From an optimization exercise on the open Yosys and OpenROAD flow, aimed at small area, a short achievable clock period and few clock cycles per item; shortcuts taken in it are not production practice. Function was checked by simulation only, so behaviour that the tests miss may differ from the original.

==> flow/design.v (excerpt) <==
module srgb_to_xyz_pixel_converter
(
    input  logic   clk,
    input  logic   rst_n,
    input  logic   pix_valid,
    output logic   pix_stall,
    input  srgbxyz_pkg::pixel_t pix,
    output logic   xyz_valid,
    input  logic   xyz_stall,
    output srgbxyz_pkg::xyz_t   xyz
);
    logic        v0, v1, v2, v3;
    logic        adv;
    srgbxyz_pkg::pixel_t pix_q;
    srgbxyz_pkg::pixel_t pix_in;
    logic [15:0] lr, lg, lb;
    logic [15:0] lin_r, lin_g, lin_b;
    logic        r0_lc1;
    logic        r0_lc2;
    logic        r0_lc3;
    logic        r0_lc4;
    logic        r0_lc5;
    logic        r0_lc6;
    logic        r0_lc7;
    logic        ck0, ck0_q;
    logic [29:0] ca0, ca0_q;
    logic [28:0] cb0, cb0_q;
    logic [36:0] y0;
    logic r0_t0, r0_t1, r0_t2, r0_t3, r0_t4, r0_t5, r0_t6, r0_t7, r0_t8, r0_t9, r0_t10, r0_t11;
    logic r0_t12, r0_t13, r0_t14, r0_t15, r0_t16, r0_t17, r0_t18, r0_t19, r0_t20, r0_t21, r0_t22, r0_t23;
    logic r0_t24, r0_t25, r0_t26, r0_t27, r0_t28, r0_t29, r0_t30, r0_t31, r0_t32, r0_t33, r0_t34, r0_t35;
    logic r0_t36, r0_t37, r0_t38, r0_t39, r0_t40, r0_t41, r0_t42, r0_t43, r0_t44, r0_t45, r0_t46, r0_t47;
    logic r0_t48, r0_t49, r0_t50, r0_t51, r0_t52, r0_t53, r0_t54, r0_t55, r0_t56, r0_t57, r0_t58, r0_t59;
    logic r0_t60, r0_t61, r0_t62, r0_t63, r0_t64, r0_t65, r0_t66, r0_t67, r0_t68, r0_t69, r0_t70, r0_t71;
    logic r0_t72, r0_t73, r0_t74, r0_t75, r0_t76, r0_t77, r0_t78, r0_t79, r0_t80, r0_t81, r0_t82, r0_t83;
    logic r0_t84, r0_t85, r0_t86, r0_t87, r0_t88, r0_t89, r0_t90, r0_t91, r0_t92, r0_t93, r0_t94, r0_t95;
    logic r0_t96, r0_t97, r0_t98, r0_t99, r0_t100, r0_t101, r0_t102, r0_t103, r0_t104, r0_t105, r0_t106, r0_t107;
    logic r0_t108, r0_t109, r0_t110, r0_t111, r0_t112, r0_t113, r0_t114, r0_t115, r0_t116, r0_t117, r0_t118, r0_t119;
  ...
Size in the first run: ~3800 cells after synthesis, roughly 75 I/O pins, about 0.041 mm² of cells after synthesis.
export LEC_CHECK = 0
export CAP_MARGIN = 20
export CORE_MARGIN = 2
export CORE_UTILIZATION = 60
export SETUP_SLACK_MARGIN = 5
export SLEW_MARGIN = 20
export SYNTH_HIERARCHICAL = 1
export TNS_END_PERCENT = 100
create_clock -name core_clock -period 9.0 [get_ports {clk}]
run.sh (not shown) runs the stock make flow with config.mk's settings and CLKGATE_MAP_FILE= SYNTH_SCRIPT=/design/flow/synth_recipe.tcl, a recipe that flattens the netlist after the stock synthesis.
Testbench counts at the start, summed over its fixed seeds: cycles 32,032, items 32,000.
Next try:
CORE_UTILIZATION = 40   (was 60)
CTS_CLUSTER_DIAMETER = 100   (was default)
CTS_CLUSTER_SIZE = 30   (was default)
The new run ran to the end with no violations.
Clock-buffer cell count decreases by 18.
Synthesized area stays the same.
Via count decreases by 5.8%.
Next try:
CTS_CLUSTER_DIAMETER = default   (was 100)
CTS_CLUSTER_SIZE = default   (was 30)
Outcome: The new run ran to the end with no violations. Non-clock buffer count is unchanged. Count of clock-buffer cells in the layout increases by 17.

* * *

## run 1
Another version of the RTL of srgb_to_xyz_pixel_converter (not shown whole).
Size: about 4000 cells after synthesis, ~400 flip-flops, about 75 I/O pins.
Settings: LEC_CHECK=0, CAP_MARGIN=20, CORE_MARGIN=2, CORE_UTILIZATION=40, SLEW_MARGIN=20, SYNTH_HIERARCHICAL=1, TNS_END_PERCENT=100; clock period 9.0 ns.
standard.sh (not shown) runs the stock make flow with config.mk's settings and CLKGATE_MAP_FILE= SYNTH_SCRIPT=/design/flow/synth_recipe.tcl, a recipe that flattens the netlist after the stock synthesis.
==> flow/flow/run.sh <==
#!/bin/bash
set -euo pipefail
export SETUP_SLACK_MARGIN=5.5
bash standard.sh > standard.log 2>&1
Testbench counts of run 1, summed over its fixed seeds: cycles 32,032, items 32,000.
### run 1 -> run 2
# run 1
export LEC_CHECK = 0
export CAP_MARGIN = 20
export CORE_MARGIN = 2
export CORE_UTILIZATION = 40
export SLEW_MARGIN = 20
export SYNTH_HIERARCHICAL = 1
export TNS_END_PERCENT = 100
create_clock -name core_clock -period 9.0 [get_ports {clk}]
# run 2
export LEC_CHECK = 0
export CAP_MARGIN = 20
export CORE_MARGIN = 2
export CORE_UTILIZATION = 60
export SLEW_MARGIN = 20
export SYNTH_HIERARCHICAL = 1
export TNS_END_PERCENT = 100
create_clock -name core_clock -period 9.0 [get_ports {clk}]
==> comparison <==
- Run 2 and run 1 all finish clean.
- On post-route clock period utilization: between run 2 and run 1, it ends up higher for run 2.
- Non-clock buffer count of run 2 exceeds that of run 1 by a few percent.
For run 3, these inputs were changed with respect to run 2:
# run 2
export LEC_CHECK = 0
export CAP_MARGIN = 20
export CORE_MARGIN = 2
export CORE_UTILIZATION = 60
export SLEW_MARGIN = 20
export SYNTH_HIERARCHICAL = 1
export TNS_END_PERCENT = 100
create_clock -name core_clock -period 9.0 [get_ports {clk}]
# run 3
export LEC_CHECK = 0
export CAP_MARGIN = 20
export CORE_MARGIN = 2
export CORE_UTILIZATION = 40
export SLEW_MARGIN = 20
export SYNTH_HIERARCHICAL = 1
export TNS_END_PERCENT = 100
create_clock -name core_clock -period 9.0 [get_ports {clk}]
--- a/flow/flow/run.sh
+++ b/flow/flow/run.sh
@@ -3 +3 @@
-export SETUP_SLACK_MARGIN=5.5
+export SETUP_SLACK_MARGIN=5.7
Findings:
In the reports for run 3 and run 2, the smaller portion of the clock cycle consumed by the worst path in the final layout belongs to run 3.
Compared with run 2, in run 3 wire length on met2 decreased about 5.7%, final period demand of the worst path went down.
The row count in run 3 sits 23% above the value recorded for run 2.
Run 3 against run 2; total wire length is down by a few percent.

-- what the ideal ports hide --
The flow's constraints put no driver on any port. The routed layouts listed below were extracted and timed again, unchanged, in two steps. Step 1: set_driving_cell puts a clkbuf_16 on clk and a buf_2 on each other input, an assumption about the parent block. Step 2 also shifts input and output timing later by t, the mid clock arrival at the registers, as if the neighbouring blocks saw the same clock. a / b / c = ideal / step 1 / step 2; a / b = the first two.
run | t, ns | setup WS [ns] | slew at the worst register clock pin (ns)
the first run of note 1 | 0.649 | 4.972 / 4.903 / 4.903 | 0.07 / 0.07
the second run of note 1 | 0.678 | 4.904 / 4.873 / 4.873 | 0.11 / 0.11
the third run of note 1 | 0.689 | 4.920 / 4.888 / 4.888 | 0.08 / 0.08
run 1 | 0.704 | 5.506 / 5.443 / 4.981 | 0.07 / 0.07
run 2 | 0.677 | 5.272 / 5.272 / 4.968 | 0.07 / 0.07
run 3 | 0.689 | 5.493 / 5.493 / 5.125 | 0.07 / 0.07
After both steps setup and hold are still met in every run listed. The setup slack of run 1, which loses most, moves by -0.063 ns with the drivers and by -0.525 ns with both steps.
